From an optimization exercise on the open Yosys and OpenROAD flow, aimed at small area, a short achievable clock period and few clock cycles per item; shortcuts taken in it are not production practice. Function was checked by simulation only, so behaviour that the tests miss may differ from the original. Power and IR drop assume default switching activity.

==> 04-17 <==
==> flow/design.v (excerpt) <==
module npu_top #(
    parameter int N = 4
) (
    input  logic                  i_clk,
    input  logic                  i_rst_n,
    input  logic                  i_map_sop,
    input  logic                  i_map_eop,
    input  logic                  i_map_vld,
    input  logic [31:0]           i_map_data,
    input  logic                  i_weight_sop,
    input  logic                  i_weight_eop,
    input  logic                  i_weight_vld,
    input  logic [31:0]           i_weight_data,
    input  logic                  i_rd_sop,
    input  logic [$clog2(N)-1:0]  i_rd_col,
    output logic                  o_save_finish,
    output logic                  o_rd_vld,
    output logic                  o_rd_eop,
    output logic [15:0]           o_rd_data
);
    logic [7:0]        map_we;
    logic [7:0]        weight_we;
    logic              map_loaded;
    logic              weight_loaded;
    logic              map_done;
    logic              weight_done;
    logic              start;
    logic [3:0]        row_sel;
    logic [3:0]        col_sel;
    logic              wb;
    logic [3:0]        wb_slot;
    logic              copy;
    logic [15:0][15:0] a_mem;
    logic [15:0][15:0] b_mem;
    logic [3:0]        a_next_sel;
    logic [3:0][15:0]  a_next;
    logic [31:0]       a_one;
    logic [31:0]       a_two;
    logic [31:0]       a_neg;
    logic [3:0][15:0]  b_col;
    logic [15:0]       dot;
  ...
Settings: LEC_CHECK=0, CAP_MARGIN=20, CORE_MARGIN=2, CORE_UTILIZATION=40, CTS_CLUSTER_DIAMETER=100, CTS_CLUSTER_SIZE=24, SETUP_SLACK_MARGIN=5, SLEW_MARGIN=20; clock period 8.0 ns.
run.sh (not shown) runs the stock make flow with config.mk's settings and CLKGATE_MAP_FILE= SYNTH_SCRIPT=/design/flow/synth_recipe.tcl, a recipe that flattens the netlist after the stock synthesis.
==> 05-15 (differences from 04-17) <==
--- a/flow/config.mk
+++ b/flow/config.mk
@@ -7,2 +7,3 @@
 export LEC_CHECK = 0
+export ABC_AREA = 1
 export CAP_MARGIN = 20
==> qor.txt <==
Worst r2r path cells -> 11
Sw Ratio -> 39.77%
Synthesized-area fraction occupied by and/or/nand/nor cells -> 4.189%
DRT Wirelength -> 139,000 um
GRT Total Usage -> 21.65%
Fmax -> 0.3368 GHz
DRT Pass-1 Iters -> 6
Syn nets -> 3,684
Fraction of area in multi-input gates -> 32.56%
M1 WL -> 58,040 um
Row count -> 128
Critical path depth -> 11
Slew at the pin with the worst max-slew slack -> 1.153 ns
Initial antenna violation count -> 6
Routing usage on met3 -> 2.371%
Synth Area in XOR/XNOR -> 7.115%
Run status -> finished clean
Fin cells -> 5,085
Placed inst area -> 51,310 um^2
Buf/Inv on CP -> 3
Leak -> 19.21 nW
That was 04-17.
==> qor.txt <==
Run status -> finished clean
Fin cells -> 6,235
DRT Wirelength -> 155,000 um
Row count -> 130
Buf/Inv on CP -> 4
Routing usage on met3 -> 3.062%
GRT Total Usage -> 23.12%
Fmax -> 0.3374 GHz
Sw Ratio -> 44.80%
Placed inst area -> 53,210 um^2
Synth Area in XOR/XNOR -> 5.663%
M1 WL -> 66,160 um
Worst r2r path cells -> 10
Seq pwr -> 0.00800 W
DRT Pass-1 Iters -> 7
Synthesized-area fraction occupied by and/or/nand/nor cells -> 7.907%
Leak -> 22.08 nW
Fraction of area in multi-input gates -> 31.33%
Critical path depth -> 10
Initial antenna violation count -> 7
That was 05-15.
Testbench counts of 04-17, summed over its fixed seeds: cycles 12,544, items 320.
Testbench counts of 05-15, summed over its fixed seeds: cycles 12,544, items 320.

* * *

==> inputs of v35 <==
Another version of the RTL of npu_top (not shown whole).
==> module result_cache, before the edit <==
module result_cache (
    input  logic                   i_clk,
    input  logic                   i_rst_n,
    input  logic                   i_copy,
    input  logic [15:0][15:0]      i_c,
    input  logic                   i_rd_sop,
    input  logic [1:0]             i_rd_col,
    output logic                   o_rd_vld,
    output logic                   o_rd_eop,
    output logic [15:0]            o_rd_data
);
    logic [15:0][15:0] snap;
    logic [1:0]        rd_row;
    logic [1:0]        rd_col;
    logic [1:0]        nxt_row;
    logic [1:0]        nxt_col;
    logic [2:0]        rd_left;
    always_ff @(posedge i_clk) begin
        if (i_copy) begin
            snap <= i_c;
        end
    end
    assign nxt_row = (rd_left != 3'd0) ? rd_row + 2'd1 : 2'd0;
    assign nxt_col = (rd_left != 3'd0) ? rd_col : i_rd_col;
    always_ff @(posedge i_clk) begin
        if (!i_rst_n) begin
            rd_left  <= '0;
            o_rd_vld <= 1'b0;
            o_rd_eop <= 1'b0;
            rd_row   <= '0;
            rd_col   <= '0;
        end else if (rd_left == 3'd0) begin
            if (i_rd_sop) begin
                rd_left  <= 3'd4;
                o_rd_vld <= 1'b1;
                rd_row   <= 2'd0;
                rd_col   <= i_rd_col;
            end
        end else begin
            rd_left  <= rd_left - 3'd1;
            rd_row   <= nxt_row;
            o_rd_vld <= (rd_left != 3'd1);
            o_rd_eop <= (rd_left == 3'd2);
        end
    end
    always_ff @(posedge i_clk) begin
        o_rd_data <= snap[{nxt_row, nxt_col}];
    end
endmodule
Settings: LEC_CHECK=0, CAP_MARGIN=20, CORE_MARGIN=2, CORE_UTILIZATION=40, SETUP_SLACK_MARGIN=5, SLEW_MARGIN=20; clock period 8.0 ns.
==> v30: changes against v35 <==
--- a/flow/design.v
+++ b/flow/design.v
@@ -2086,5 +2086,4 @@
     logic [1:0]        rd_col;
     logic [1:0]        nxt_row;
-    logic [1:0]        nxt_col;
     logic [2:0]        rd_left;
     always_ff @(posedge i_clk) begin
@@ -2094,5 +2093,4 @@
     end
     assign nxt_row = (rd_left != 3'd0) ? rd_row + 2'd1 : 2'd0;
-    assign nxt_col = (rd_left != 3'd0) ? rd_col : i_rd_col;
     always_ff @(posedge i_clk) begin
         if (!i_rst_n) begin
@@ -2117,5 +2115,9 @@
     end
     always_ff @(posedge i_clk) begin
-        o_rd_data <= snap[{nxt_row, nxt_col}];
+        if (rd_left != 3'd0) begin
+            o_rd_data <= snap[{nxt_row, rd_col}];
+        end else begin
+            o_rd_data <= snap[{2'd0, i_rd_col}];
+        end
     end
 endmodule
CORE_UTILIZATION = 45   (was 40)
CTS_CLUSTER_DIAMETER = 100   (was not set)
CTS_CLUSTER_SIZE = 24   (was not set)
==> v11: changes against v35 <==
--- a/flow/design.v
+++ b/flow/design.v
@@ -2086,5 +2086,4 @@
     logic [1:0]        rd_col;
     logic [1:0]        nxt_row;
-    logic [1:0]        nxt_col;
     logic [2:0]        rd_left;
     always_ff @(posedge i_clk) begin
@@ -2094,5 +2093,4 @@
     end
     assign nxt_row = (rd_left != 3'd0) ? rd_row + 2'd1 : 2'd0;
-    assign nxt_col = (rd_left != 3'd0) ? rd_col : i_rd_col;
     always_ff @(posedge i_clk) begin
         if (!i_rst_n) begin
@@ -2117,5 +2115,9 @@
     end
     always_ff @(posedge i_clk) begin
-        o_rd_data <= snap[{nxt_row, nxt_col}];
+        if (rd_left != 3'd0) begin
+            o_rd_data <= snap[{nxt_row, rd_col}];
+        end else begin
+            o_rd_data <= snap[{2'd0, i_rd_col}];
+        end
     end
 endmodule
CORE_UTILIZATION = 55   (was 40)
==> v33: changes against v35 <==
--- a/flow/design.v
+++ b/flow/design.v
@@ -2086,5 +2086,4 @@
     logic [1:0]        rd_col;
     logic [1:0]        nxt_row;
-    logic [1:0]        nxt_col;
     logic [2:0]        rd_left;
     always_ff @(posedge i_clk) begin
@@ -2094,5 +2093,4 @@
     end
     assign nxt_row = (rd_left != 3'd0) ? rd_row + 2'd1 : 2'd0;
-    assign nxt_col = (rd_left != 3'd0) ? rd_col : i_rd_col;
     always_ff @(posedge i_clk) begin
         if (!i_rst_n) begin
@@ -2117,5 +2115,9 @@
     end
     always_ff @(posedge i_clk) begin
-        o_rd_data <= snap[{nxt_row, nxt_col}];
+        if (rd_left != 3'd0) begin
+            o_rd_data <= snap[{nxt_row, rd_col}];
+        end else begin
+            o_rd_data <= snap[{2'd0, i_rd_col}];
+        end
     end
 endmodule
CAP_MARGIN = 10   (was 20)
CTS_CLUSTER_DIAMETER = 100   (was not set)
CTS_CLUSTER_SIZE = 24   (was not set)
SLEW_MARGIN = 10   (was 20)
==> summary of the runs <==
Clock skew: v35 is lower than v33 (0.026 ns).
Of v33 and v35, v35 has the higher sequential power (gap about 1%, measured against v35).
Of v11 and v35, v35 has the higher critical path depth (gap 4).
The highest via count belongs to v35, the lowest to v33.
In flip-flop and latch count, v35 and v33 do not differ.
Worst setup slack is about the same in v35 and v33.
In synthesized cell count, v11 and v30 do not differ.
In v35 the clock power is larger than in v33, by about 70%.
Of v35 and v11, v11 has the higher global-route usage (gap 8.0 points).
In v35 the sequential share of layout area is lower than in v30, by 1.8 points.
Against v30, the design area of v35 is higher by 3.4%.
Testbench counts of v35, summed over its fixed seeds: cycles 12,544, items 320.
Testbench counts of v30, summed over its fixed seeds: cycles 12,544, items 320.
Testbench counts of v11, summed over its fixed seeds: cycles 12,544, items 320.
Testbench counts of v33, summed over its fixed seeds: cycles 12,544, items 320.

==> static timing again, ports no longer ideal <==
Ports are ideal in the flow. The routed layouts listed here were re-timed in OpenROAD. Step 1 assumes that a clkbuf_16 drives the clock port and a buf_2 every other input. Step 2 adds t to the input delays and takes it off the output delays; t is the mean of the earliest and latest rising clock arrival at the registers after step 1. Input paths then give back, and output paths get back, about the clock's delay inside the block. a / b / c = ideal / step 1 / step 2; a / b = the first two.
run | shift t [ns] | setup WS [ns] | worst setup path at the end | cell pins on the clock port's net
04-17 | 0.734 | 5.031 / 4.974 / 4.374 | input to register | 1
05-15 | 0.751 | 5.037 / 4.965 / 4.386 | input to register | 1
v35 | 0.763 | 5.008 / 4.961 / 4.302 | input to register | 1
v30 | 0.728 | 4.938 / 4.983 / 4.256 | input to register | 1
v11 | 0.766 | 4.958 / 4.967 / 4.242 | input to register | 1
v33 | 0.746 | 5.007 / 4.987 / 4.361 | input to register | 1
After both steps every run listed still meets setup and hold. For v11, which loses most, drivers alone change the setup slack by +0.009 ns; drivers and shift together by -0.716 ns.
